This is an optimization exercise on Yosys and OpenROAD, whose aim is small area, a short achievable clock period and few clock cycles per item, not a production implementation. At most, simulation tests tie the RTL to the original design; equivalence was not proved. Power is estimated from default activity; no workload was simulated.

## main
## preemptive_priority_scheduler
module preemptive_priority_scheduler (
   input  logic                        clock,
   input  logic                        reset,
   input  logic                        req_valid,
   output logic                        req_ready,
   input  logic                        req_opcode,
   input  logic [pps_pkg::SLOTF_W-1:0] req_slot,
   input  logic [pps_pkg::TIME_W-1:0]  req_arrival_time,
   input  logic [pps_pkg::TIME_W-1:0]  req_burst_time,
   input  logic [pps_pkg::PRIO_W-1:0]  req_priority,
   output logic                        rsp_valid,
   input  logic                        rsp_ready,
   output logic                        rsp_ran,
   output logic [pps_pkg::SLOTF_W-1:0] rsp_ran_slot,
   output logic                        rsp_new_slice,
   output logic [pps_pkg::TIME_W-1:0]  rsp_slice_time,
   output logic                        rsp_finished,
   output logic [pps_pkg::TIME_W-1:0]  rsp_completion_time,
   output logic [pps_pkg::TIME_W-1:0]  rsp_turnaround,
   output logic [pps_pkg::TIME_W-1:0]  rsp_waiting,
   output logic [pps_pkg::SUM_W-1:0]   rsp_waiting_sum,
   output logic [pps_pkg::SUM_W-1:0]   rsp_turnaround_sum,
   output logic                        rsp_all_done,
   input  logic                        csr_wr_en,
   input  logic [pps_pkg::FCNT_W-1:0]  csr_wr_data
);
For scale: ~4500 cells after synthesis, ~1400 flip-flops, about 170 I/O pins, roughly 0.061 mm2 of cells after synthesis.
clock: 6.0 ns
lec_check: 0
cap_margin: 20
core_margin: 2
core_utilization: 40
cts_cluster_diameter: 80
cts_cluster_size: 22
setup_slack_margin: 3.0
slew_margin: 20
standard.sh (not shown) runs the stock make flow with config.mk's settings and CLKGATE_MAP_FILE= SYNTH_SCRIPT=/design/flow/synth_recipe.tcl, a recipe that flattens the netlist after the stock synthesis.
==> flow/flow/run.sh <==
#!/bin/bash
# Own layout flow: the standard flow (standard synthesis unchanged), with plain
# buf_4 cells as the input and output port buffers instead of the default choice.
# make's full output goes to flow_make.log in the work folder; ORFS keeps each step's
# log under orfs/logs/.
set -euo pipefail
bash standard.sh "BUFFER_PORTS_ARGS=-buffer_cell sky130_fd_sc_hd__buf_4" finish > flow_make.log 2>&1
Testbench counts of main, summed over its fixed seeds: cycles 16,096, items 16,072.
Edits applied to the flow inputs when going from main to the feature branch:
-- flow/design.v --
<<< main, line 218
   logic          ld_arrv;
   logic [N-1:0]  ld_sel;
   always_comb begin
      for (int j = 0; j < N; j++) begin
         kl[j]     = {prio_q[j], SW'(j)} < {req_priority, req_slot};
         ld_sel[j] = acc_load && (req_slot == SW'(j));
      end
>>> the feature branch, line 218
   logic          ld_arrv;
   logic [N-1:0]  ld_sel;
   function automatic logic key_lt(input logic [PW-1:0] a, input logic [PW-1:0] b,
                                   input logic tie);
      logic [3:0] glt, geq;
      logic       r;
      for (int g = 0; g < 4; g++) begin
         glt[g] = (!a[2*g+1] & b[2*g+1]) |
                  (!(a[2*g+1] ^ b[2*g+1]) & !a[2*g] & b[2*g]);
         geq[g] = !(a[2*g+1] ^ b[2*g+1]) & !(a[2*g] ^ b[2*g]);
      end
      r = tie;
      for (int g = 0; g < 4; g++) r = glt[g] | (geq[g] & r);
      key_lt = r;
   endfunction
   always_comb begin
      for (int j = 0; j < N; j++) begin
         kl[j]     = key_lt(prio_q[j], req_priority, SW'(j) < req_slot);
         ld_sel[j] = acc_load && (req_slot == SW'(j));
      end
Results
Going from main to the feature branch, non-clock buffer count shrank by a few percent. Final clock skew, the feature branch and main, lower one = the feature branch. The synthesized cell count in the feature branch was higher than what main gave. Global routing usage on met2, the feature branch and main, higher one = main. Looking at detailed-route wire length on metal 1 across the feature branch and main, the one that comes out lower is the feature branch. Looking at the feature branch and main, the number of remaining DRC errors is a wash. Each of the runs, namely the feature branch and main, reached the end of the flow and came out clean. Delta (the feature branch minus main): required time of the critical path saw an increase, clock buffer count from CTS saw an increase, fraction of cell area in non-clock buffers saw a decrease. Min clock-cell share of area across the feature branch and main: main. Status: fraction of power spent switching nets parity (the feature branch, main). Share of power burned in registers | the feature branch below main.
Only the layout flow was run in the feature branch; the RTL was not checked for function there.

==> afterwards: timing with drivers on the ports <==
How much do the figures lean on ideal ports? The routed layouts below were timed once more, with nothing changed but the port constraints. Step 1 assumes that a clkbuf_16 drives the clock port and a buf_2 every other input. Step 2 moves the port delays by t, midway between the first and last clock arrival at a register: inputs arrive t later, outputs are due t later. That takes back most of the time a late clock gives input paths. a / b / c = ideal / step 1 / step 2; a / b = the first two.
run	t, ns	slack for setup (ns)	worst register clock-pin slew, ns	cell pins on the clock port's net
main	0.788	2.873 / 2.873 / 2.091	0.10 / 0.10	1
the feature branch	0.806	2.519 / 2.519 / 2.078	0.10 / 0.10	1
After both steps every run listed still meets setup and hold. The setup slack of main, which loses most, moves by 0.000 ns with the drivers and by -0.782 ns with both steps.
